This is an optimization exercise on Yosys and OpenROAD, whose aim is small area, a short achievable clock period and few clock cycles, not a production implementation. Only simulation tests tie the RTL to the original design; equivalence was not proved.

==> design/flow/design.v <==
package ebv_pkg;
   localparam int unsigned ModBits     = 32;
   localparam int unsigned DigestBytes = 32;
   localparam int unsigned CountBits   = 6;
   localparam int unsigned MulCntBits  = $clog2(ModBits + 1);
   localparam logic [CountBits-1:0] CountMax = 6'd63;
   localparam logic [ModBits-1:0] ModulusReset   = 32'd30803;
   localparam logic [ModBits-1:0] GeneratorReset = 32'd2;
   localparam logic [ModBits-1:0] PublicReset    = 32'd1;
   localparam logic [1:0] RegModulus   = 2'd0;
   localparam logic [1:0] RegGenerator = 2'd1;
   localparam logic [1:0] RegPublic    = 2'd2;
   typedef struct packed {
      logic [7:0]         digest_byte;
      logic [ModBits-1:0] sig_r;
      logic [ModBits-1:0] sig_s;
      logic               last_pair;
   } req_payload_type;
   typedef struct packed {
      logic pair_ok;
      logic all_ok;
      logic final_res;
   } rsp_payload_type;
   typedef enum logic [1:0] {
      MUL_IDLE,
      MUL_RUN,
      MUL_DONE
   } mul_state_type;
   typedef enum logic [3:0] {
      SEQ_IDLE,
      SEQ_START,
      SEQ_G_RED,
      SEQ_LHS_MUL,
      SEQ_LHS_SQR,
      SEQ_Y_RED,
      SEQ_Y_MUL,
      SEQ_Y_SQR,
      SEQ_R_MUL,
      SEQ_R_SQR,
      SEQ_FINAL,
      SEQ_OUT
   } seq_state_type;
   typedef struct packed {
      logic               start;
      logic [ModBits-1:0] a;
      logic [ModBits-1:0] b;
   } mul_req_type;
   typedef struct packed {
      logic               done;
      logic [ModBits-1:0] product;
   } mul_rsp_type;
endpackage
module ebv_modmul (
   input  logic                                clock,
   input  logic                                reset,
   input  logic [ebv_pkg::ModBits-1:0]         modulus,
   input  ebv_pkg::mul_req_type                mul_req,
   output ebv_pkg::mul_rsp_type                mul_rsp
);
   ebv_pkg::mul_state_type state_ff, state_in;
   logic [ebv_pkg::ModBits-1:0] acc_ff, acc_in;
   logic [ebv_pkg::ModBits-1:0] mcand_ff, mcand_in;
   logic [ebv_pkg::ModBits-1:0] mplier_ff, mplier_in;
   logic [ebv_pkg::MulCntBits-1:0] cnt_ff, cnt_in;
   logic [ebv_pkg::ModBits:0]   dbl, dbl_red, add_sum;
   logic [ebv_pkg::ModBits-1:0] acc_step;
   always_comb begin
      dbl      = {acc_ff, 1'b0};
      dbl_red  = (dbl >= {1'b0, modulus}) ? dbl - {1'b0, modulus} : dbl;
      add_sum  = dbl_red + {1'b0, mcand_ff};
      if (mplier_ff[ebv_pkg::ModBits-1]) begin
         acc_step = (add_sum >= {1'b0, modulus}) ?
                    ebv_pkg::ModBits'(add_sum - {1'b0, modulus}) :
                    ebv_pkg::ModBits'(add_sum);
      end else begin
         acc_step = ebv_pkg::ModBits'(dbl_red);
      end
   end
   always_comb begin
      state_in = state_ff;
      unique case (state_ff)
         ebv_pkg::MUL_IDLE: if (mul_req.start) state_in = ebv_pkg::MUL_RUN;
         ebv_pkg::MUL_RUN:  if (cnt_ff == ebv_pkg::MulCntBits'(1)) state_in = ebv_pkg::MUL_DONE;
         ebv_pkg::MUL_DONE: state_in = ebv_pkg::MUL_IDLE;
         default:           state_in = ebv_pkg::MUL_IDLE;
      endcase
   end
   always_comb begin
      acc_in    = acc_ff;
      mcand_in  = mcand_ff;
      mplier_in = mplier_ff;
      cnt_in    = cnt_ff;
      unique case (state_ff)
         ebv_pkg::MUL_IDLE: begin
            acc_in    = '0;
            mcand_in  = mul_req.a;
            mplier_in = mul_req.b;
            cnt_in    = ebv_pkg::MulCntBits'(ebv_pkg::ModBits);
         end
         ebv_pkg::MUL_RUN: begin
            acc_in    = acc_step;
            mplier_in = {mplier_ff[ebv_pkg::ModBits-2:0], 1'b0};
            cnt_in    = cnt_ff - ebv_pkg::MulCntBits'(1);
         end
         default: ;
      endcase
   end
   always_comb begin
      mul_rsp.done    = (state_ff == ebv_pkg::MUL_DONE);
      mul_rsp.product = acc_ff;
   end
   always_ff @(posedge clock) begin
      if (reset) begin
         state_ff <= ebv_pkg::MUL_IDLE;
         cnt_ff   <= '0;
      end else begin
         state_ff <= state_in;
         cnt_ff   <= cnt_in;
      end
      acc_ff    <= acc_in;
      mcand_ff  <= mcand_in;
      mplier_ff <= mplier_in;
   end
endmodule
module ebv_seq (
   input  logic                              clock,
   input  logic                              reset,
   input  logic [ebv_pkg::ModBits-1:0]       modulus,
   input  logic [ebv_pkg::ModBits-1:0]       generator,
   input  logic [ebv_pkg::ModBits-1:0]       public_value,
   input  logic                              req_valid,
   output logic                              req_ready,
   input  ebv_pkg::req_payload_type          req_data,
   output logic                              rsp_valid,
   input  logic                              rsp_ready,
   output ebv_pkg::rsp_payload_type          rsp_data
);
   ebv_pkg::seq_state_type state_ff, state_in;
   ebv_pkg::req_payload_type item_ff, item_in;
   logic [ebv_pkg::ModBits-1:0] base_ff, base_in, acc_ff, acc_in, exp_ff, exp_in;
   logic [ebv_pkg::ModBits-1:0] lhs_ff, lhs_in, yr_ff, yr_in;
   logic         ok_ff, ok_in;
   logic [ebv_pkg::CountBits-1:0] count_ff, count_in;
   logic         run_ff, run_in;
   logic         rv_ff, rv_in;
   ebv_pkg::rsp_payload_type out_ff, out_in;
   ebv_pkg::mul_req_type mreq;
   ebv_pkg::mul_rsp_type mrsp;
   logic         in_range, mul_phase, sqr_phase, red_phase, exp_last, fin_ok, all_v;
   logic [ebv_pkg::CountBits-1:0] count_inc;
   ebv_modmul u_mul (
      .clock   (clock),
      .reset   (reset),
      .modulus (modulus),
      .mul_req (mreq),
      .mul_rsp (mrsp)
   );
   assign in_range = (modulus >= ebv_pkg::ModBits'(3)) && (item_ff.sig_r != '0) &&
                     (item_ff.sig_r < modulus) && (item_ff.sig_s != '0) &&
                     (item_ff.sig_s < modulus - ebv_pkg::ModBits'(1));
   assign mul_phase = (state_ff == ebv_pkg::SEQ_LHS_MUL) || (state_ff == ebv_pkg::SEQ_Y_MUL) ||
                      (state_ff == ebv_pkg::SEQ_R_MUL) || (state_ff == ebv_pkg::SEQ_FINAL);
   assign sqr_phase = (state_ff == ebv_pkg::SEQ_LHS_SQR) || (state_ff == ebv_pkg::SEQ_Y_SQR) ||
                      (state_ff == ebv_pkg::SEQ_R_SQR);
   assign red_phase = (state_ff == ebv_pkg::SEQ_G_RED) || (state_ff == ebv_pkg::SEQ_Y_RED);
   assign exp_last  = (exp_ff[ebv_pkg::ModBits-1:1] == '0);
   assign fin_ok    = (mrsp.product == lhs_ff);
   assign count_inc = (count_ff < ebv_pkg::CountMax) ? count_ff + 1'b1 : count_ff;
   always_comb begin
      mreq.a     = sqr_phase ? base_ff : acc_ff;
      mreq.b     = base_ff;
      mreq.start = 1'b0;
      if (state_ff == ebv_pkg::SEQ_G_RED) mreq.b = generator;
      if (state_ff == ebv_pkg::SEQ_Y_RED) mreq.b = public_value;
      if (state_ff == ebv_pkg::SEQ_FINAL) begin
         mreq.a = yr_ff;
         mreq.b = acc_ff;
      end
      if ((mul_phase || sqr_phase || red_phase) && !mrsp.done) mreq.start = 1'b1;
   end
   always_comb begin
      state_in = state_ff;
      unique case (state_ff)
         ebv_pkg::SEQ_IDLE: if (req_valid) state_in = ebv_pkg::SEQ_START;
         ebv_pkg::SEQ_START: state_in = in_range ? ebv_pkg::SEQ_G_RED : ebv_pkg::SEQ_OUT;
         ebv_pkg::SEQ_G_RED: if (mrsp.done) state_in = ebv_pkg::SEQ_LHS_MUL;
         ebv_pkg::SEQ_LHS_MUL: if (mrsp.done) state_in = ebv_pkg::SEQ_LHS_SQR;
         ebv_pkg::SEQ_LHS_SQR: if (mrsp.done) state_in = exp_last ? ebv_pkg::SEQ_Y_RED
                                                                   : ebv_pkg::SEQ_LHS_MUL;
         ebv_pkg::SEQ_Y_RED: if (mrsp.done) state_in = ebv_pkg::SEQ_Y_MUL;
         ebv_pkg::SEQ_Y_MUL: if (mrsp.done) state_in = ebv_pkg::SEQ_Y_SQR;
         ebv_pkg::SEQ_Y_SQR: if (mrsp.done) state_in = exp_last ? ebv_pkg::SEQ_R_MUL
                                                                 : ebv_pkg::SEQ_Y_MUL;
         ebv_pkg::SEQ_R_MUL: if (mrsp.done) state_in = ebv_pkg::SEQ_R_SQR;
         ebv_pkg::SEQ_R_SQR: if (mrsp.done) state_in = exp_last ? ebv_pkg::SEQ_FINAL
                                                                 : ebv_pkg::SEQ_R_MUL;
         ebv_pkg::SEQ_FINAL: if (mrsp.done) state_in = ebv_pkg::SEQ_OUT;
         ebv_pkg::SEQ_OUT: if (!rv_ff || rsp_ready) state_in = ebv_pkg::SEQ_IDLE;
         default: state_in = ebv_pkg::SEQ_IDLE;
      endcase
   end
   always_comb begin
      item_in  = item_ff;
      base_in  = base_ff;
      acc_in   = acc_ff;
      exp_in   = exp_ff;
      lhs_in   = lhs_ff;
      yr_in    = yr_ff;
      ok_in    = ok_ff;
      count_in = count_ff;
      run_in   = run_ff;
      rv_in    = rv_ff;
      out_in   = out_ff;
      all_v    = run_ff && ok_ff;
      if (rv_ff && rsp_ready) rv_in = 1'b0;
      unique case (state_ff)
         ebv_pkg::SEQ_IDLE: begin
            if (req_valid) item_in = req_data;
         end
         ebv_pkg::SEQ_START: begin
            ok_in   = 1'b0;
            acc_in  = ebv_pkg::ModBits'(1);
            exp_in  = ebv_pkg::ModBits'(item_ff.digest_byte);
         end
         ebv_pkg::SEQ_G_RED, ebv_pkg::SEQ_Y_RED: begin
            if (mrsp.done) base_in = mrsp.product;
         end
         ebv_pkg::SEQ_LHS_MUL, ebv_pkg::SEQ_Y_MUL, ebv_pkg::SEQ_R_MUL: begin
            if (mrsp.done && exp_ff[0]) acc_in = mrsp.product;
         end
         ebv_pkg::SEQ_LHS_SQR, ebv_pkg::SEQ_Y_SQR, ebv_pkg::SEQ_R_SQR: begin
            if (mrsp.done) begin
               base_in = mrsp.product;
               exp_in  = exp_ff >> 1;
               if (exp_last) begin
                  acc_in = ebv_pkg::ModBits'(1);
                  unique case (state_ff)
                     ebv_pkg::SEQ_LHS_SQR: begin
                        lhs_in  = acc_ff;
                        exp_in  = item_ff.sig_r;
                     end
                     ebv_pkg::SEQ_Y_SQR: begin
                        yr_in   = acc_ff;
                        base_in = item_ff.sig_r;
                        exp_in  = item_ff.sig_s;
                     end
                     default: acc_in = acc_ff;
                  endcase
               end
            end
         end
         ebv_pkg::SEQ_FINAL: begin
            if (mrsp.done) ok_in = fin_ok;
         end
         ebv_pkg::SEQ_OUT: begin
            if (!rv_ff || rsp_ready) begin
               rv_in = 1'b1;
               out_in.pair_ok   = ok_ff;
               out_in.final_res = item_ff.last_pair;
               if (item_ff.last_pair) begin
                  out_in.all_ok = all_v &&
                     (count_inc == ebv_pkg::CountBits'(ebv_pkg::DigestBytes));
                  count_in = '0;
                  run_in   = 1'b1;
               end else begin
                  out_in.all_ok = all_v;
                  count_in = count_inc;
                  run_in   = all_v;
               end
            end
         end
         default: ;
      endcase
   end
   assign req_ready = (state_ff == ebv_pkg::SEQ_IDLE);
   assign rsp_valid = rv_ff;
   assign rsp_data  = out_ff;
   always_ff @(posedge clock) begin
      if (reset) begin
         state_ff <= ebv_pkg::SEQ_IDLE;
         count_ff <= '0;
         run_ff   <= 1'b1;
         rv_ff    <= 1'b0;
      end else begin
         state_ff <= state_in;
         count_ff <= count_in;
         run_ff   <= run_in;
         rv_ff    <= rv_in;
      end
      item_ff <= item_in;
      base_ff <= base_in;
      acc_ff  <= acc_in;
      exp_ff  <= exp_in;
      lhs_ff  <= lhs_in;
      yr_ff   <= yr_in;
      ok_ff   <= ok_in;
      out_ff  <= out_in;
   end
endmodule
module elgamal_byte_verifier_top (
   input  logic                              clock,
   input  logic                              reset,
   input  logic                              req_valid,
   output logic                              req_ready,
   input  logic [72:0]                       req_data,
   output logic                              rsp_valid,
   input  logic                              rsp_ready,
   output logic [2:0]                        rsp_data,
   input  logic                              psel,
   input  logic                              penable,
   input  logic                              pwrite,
   input  logic [3:0]                        paddr,
   input  logic [31:0]                       pwdata,
   output logic [31:0]                       prdata,
   output logic                              pready
);
   logic [ebv_pkg::ModBits-1:0] mod_ff, gen_ff, pub_ff;
   logic                        wr_en;
   ebv_pkg::req_payload_type    req_pl;
   ebv_pkg::rsp_payload_type    rsp_pl;
   assign req_pl   = ebv_pkg::req_payload_type'(req_data);
   assign rsp_data = rsp_pl;
   assign pready = 1'b1;
   assign wr_en  = psel && penable && pwrite;
   always_ff @(posedge clock) begin
      if (reset) begin
         mod_ff <= ebv_pkg::ModulusReset;
         gen_ff <= ebv_pkg::GeneratorReset;
         pub_ff <= ebv_pkg::PublicReset;
      end else if (wr_en && paddr[1:0] == 2'b00) begin
         if (paddr[3:2] == ebv_pkg::RegModulus)   mod_ff <= pwdata;
         if (paddr[3:2] == ebv_pkg::RegGenerator) gen_ff <= pwdata;
         if (paddr[3:2] == ebv_pkg::RegPublic)    pub_ff <= pwdata;
      end
   end
   always_comb begin
      unique case (paddr[3:2])
         ebv_pkg::RegModulus:   prdata = mod_ff;
         ebv_pkg::RegGenerator: prdata = gen_ff;
         ebv_pkg::RegPublic:    prdata = pub_ff;
         default:               prdata = '0;
      endcase
   end
   ebv_seq u_seq (
      .clock        (clock),
      .reset        (reset),
      .modulus      (mod_ff),
      .generator    (gen_ff),
      .public_value (pub_ff),
      .req_valid    (req_valid),
      .req_ready    (req_ready),
      .req_data     (req_pl),
      .rsp_valid    (rsp_valid),
      .rsp_ready    (rsp_ready),
      .rsp_data     (rsp_pl)
   );
endmodule
==> design/flow/run.sh <==
#!/bin/bash
# synth_recipe.tcl (not shown) runs the flow's synth.tcl, then flattens the netlist and writes it again
# the make line also repeats each setting of config.mk as NAME=value (left out here)
make -C /OpenROAD-flow-scripts/flow DESIGN_CONFIG=/design/flow/config.mk WORK_HOME=/design/flow/orfs CLKGATE_MAP_FILE= SYNTH_SCRIPT=/design/flow/synth_recipe.tcl finish
==> design/flow/config.mk <==
export PLATFORM = sky130hd
export DESIGN_NAME = elgamal_byte_verifier_top
export DESIGN_NICKNAME = elgamal_byte_verifier_top
export VERILOG_FILES = /design/flow/design.v
export SDC_FILE = /design/flow/constraint.sdc
export NUM_CORES = 4
export LEC_CHECK = 0
export CAP_MARGIN = 20
export CORE_MARGIN = 2
export CORE_UTILIZATION = 40
export SLEW_MARGIN = 20
==> design/flow/constraint.sdc <==
create_clock -name core_clock -period 8.0 [get_ports {clock}]
set_input_delay 1.6000 -clock core_clock [delete_from_list [all_inputs] [get_ports {clock}]]
set_output_delay 1.6000 -clock core_clock [all_outputs]
set_load 0.01 [all_outputs]
==> out/metrics.yaml <==
detailed_routing:
  first_pass_iters: 6
  ant_nets: 0
  drt-vias-per-instance: 5.965
  vias: 23050
  routed_wl_um: 93000
  first_iter_violations: 2292
  drcViolationCount: 0
  avgRoutedWirePerCell_um: 24.06
final_layout:
  multi_input_area_sq_um: 13990
  antenna_cells: 0
  ff_latch_area_sq_um: 12320
  syn_to_final_growth_pct: 17.16
  utilization: 0.4723
  nets: 3233
  final.fill_count: 6246
  drive_gt1_frac: 0.08890
  final_cell_area_sq_um: 31610
global_route:
  globalRouteOverflowTotal: 0
  grt_pass1_wl_um: 137900
  grt_max_degree: 84
  antenna_found_initial: 1
  grt_usage: 0.2598
  grt_pass1_vias: 22050
critical_path:
  crit_type: "reg -> reg"
  worstPathRequired_ps: 8340
  cpPeakStageDelay_ps: 460
  crit_slowest_cell: "dfxtp_1"
  cp-start-kind: "flip-flop"
  critical_path.max_fanout: 10
  rr_worst_depth: 32
  cp.arrival_ps: 8010
  end_kind: "flip-flop"
place:
  gp_congestion: 0.9521
  post-place-ws_ps: 79.83
  portBuffers: 152
  post_dp_cell_area_sq_um: 29770
  dp_hpwl_um: 69240
clock_tree:
  ctsRootBufferMaster: "clkbuf_16"
  htree_levels: 2
  clock_path_buffers: 3
  clk_latency_ps: 600
  clkTransAtPathRegs_ps: 60
  clock_sinks: 449
  numCtsBuffers: 49
  holdBufCountCts: 0
  cts_tree: "built"
synthesis:
  yosysTopAreaCell: "edfxtp_1"
  synth-seq-area-share: 0.4568
  synth_edf_count: 333
  ys_ff_latch: 449
  synth-async-reset-ratio: 0
  avgSynthCellArea_sq_um: 9.638
  synth_common_cells: "nand2_1 (422), edfxtp_1 (333), a21oi_1 (259)"
  syn_nets: 3081
  synth_top_area_frac: 0.3707
  ys_warn_count: 3
  netlist_area_sq_um: 26980
  synthMostInstantiatedCell: "nand2_1"
  synthFlopType: "edfxtp_1"
  synth_cell_types: 79
  synth_cells: 2799
  netlist_top_cells_area: "edfxtp_1 (37%), dfxtp_1 (8.6%), ha_1 (7.6%)"
sta:
  hold_viol: 0
  min_period_ps: 7670
  setup_tns_ps: 0
  tightestPinTransition_ps: 1162
  slew_viol_final: 0
  clock_skew_ps: 25.85
  setup_violations: 0
  slew_headroom: 0.2210
  hold_ws_ps: 471.3
  fmax_ghz: 0.1304
  fin_crit_sh: 0.9587
  fin_ws_ps: 330.3
floorplanning:
  die_y_um: 263.7
  io_pins: 154
  fp.coreArea_sq_um: 66920
  die_w_um: 263.7
  fp.dieArea_sq_um: 69540
  placementRows: 95
  start_util: 0.4031
worst_hold_path:
  hold_depth: 2
  hold_path.class: "reg -> reg"
job:
  maxCapViolCount: 0
run_status:
  outcome: "no timing/DRC/antenna violations"
-- through the flow --
stage	cells
6_report	3865
5_1_grt	3865
4_1_cts	3859
3_5_place_dp	3767
3_3_place_gp	3767
2_1_floorplan	2799
-- sequential cells by signal (all words and copies together) (netlist names), 2 cells and up --
| name | count |
|---|---|
| u_seq.item_ff | 73 |
| gen_ff | 32 |
| mod_ff | 32 |
| pub_ff | 32 |
| u_seq.acc_ff | 32 |
| u_seq.base_ff | 32 |
| u_seq.exp_ff | 32 |
| u_seq.lhs_ff | 32 |
| u_seq.u_mul.acc_ff | 32 |
| u_seq.u_mul.mcand_ff | 32 |
| u_seq.u_mul.mplier_ff | 32 |
| u_seq.yr_ff | 32 |
| u_seq.count_ff | 6 |
| u_seq.u_mul.cnt_ff | 6 |
| u_seq.state_ff | 4 |
| u_seq.out_ff | 3 |
| u_seq.u_mul.state_ff | 2 |
-- path summary, 6_finish.rpt --
check,end,slack (ps),startpoint
worst max register to register,u_seq.u_mul.acc_ff[30],330,mod_ff[3]
worst max-delay path,u_seq.u_mul.acc_ff[30],330,mod_ff[3]
worst min-delay path,gen_ff[0],470,gen_ff[0]
worst min register to register,gen_ff[0],470,gen_ff[0]
-- layout by cell type (no fill, tap or decap), drive strengths merged, types with 62 or more instances in the layout --
master / n
xnor2: 110
nor2: 152
clkdlybuf4s50: 150
clkbuf: 62
nand2: 422
edfxtp: 333
a21o: 78
dfxtp: 116
ha: 163
a21oi: 262
inv: 77
mux2i: 102
buf: 92
o21ai: 194
-- area by class of cell --
cell class              instances  share of cell area
well taps                     873             0.03456
clock inverters                30             0.01116
multi-input cells            2136              0.4426
flip-flops and latches        449              0.3899
inverters                      73            0.008670
clock buffers                  62             0.04327
repair buffers                242             0.06991
-- metal layers --
layer / track usage / part of all wire / vias up
li1: - / - / 10660
met1: 0.3703 / 0.44 / 11120
met2: 0.4031 / 0.44 / 1096
met3: 0.03822 / 0.083 / 178
met4: 0.08973 / 0.036 / 0
met5: 0 / 0 / -
-- critical path: cells and delay by family (launching register included) --
| family | cells | cell delay, ps |
|---|---|---|
| flops | 1 | 460 |
| simple gates | 9 | 1520 |
| fa+ha+maj | 3 | 1250 |
| buf+inv | 4 | 680 |
| compound gates | 16 | 3480 |
-- cells by family after synthesis --
family                   after synthesis  synth area share
multiplexers                         139           0.05329
adder cells (fa/ha/maj)              166           0.07783
AND/OR/NAND/NOR                      896            0.1525
buffers and inverters                216           0.03094
other                                  1         0.0001390
flip-flops                           449            0.4568
XOR/XNOR                             146           0.04796
AO/OA/AOI/OAI                        786            0.1807
-- repair_timing --
item                       CTS  global route
setup endpoints to repair    0            32
buffers inserted             0             4
resized for setup            0            20
Testbench counts, summed over its fixed seeds: cycles 2,430,200.

## re-timing with driven ports
The flow's constraints put no driver on any port. The routed layout listed below was extracted and timed again, unchanged, in two steps.
Step 1 assumes that a clkbuf_16 drives the clock port and a buf_2 every other input.
Step 2 adds t to the input delays and takes it off the output delays; t is the mean of the earliest and latest rising clock arrival at the registers after step 1. Input paths then give back, and output paths get back, about the clock's delay inside the block.
Three values: ideal, step 1, step 2; two values: the first two.
t (ns): 0.649
slack for setup (ns): 0.330 / 0.330 / 0.330
pins driven straight from the clock port: 1
After both steps setup and hold are still met in this run. The setup slack of this run moves by 0.000 ns with the drivers and by 0.000 ns with both steps.
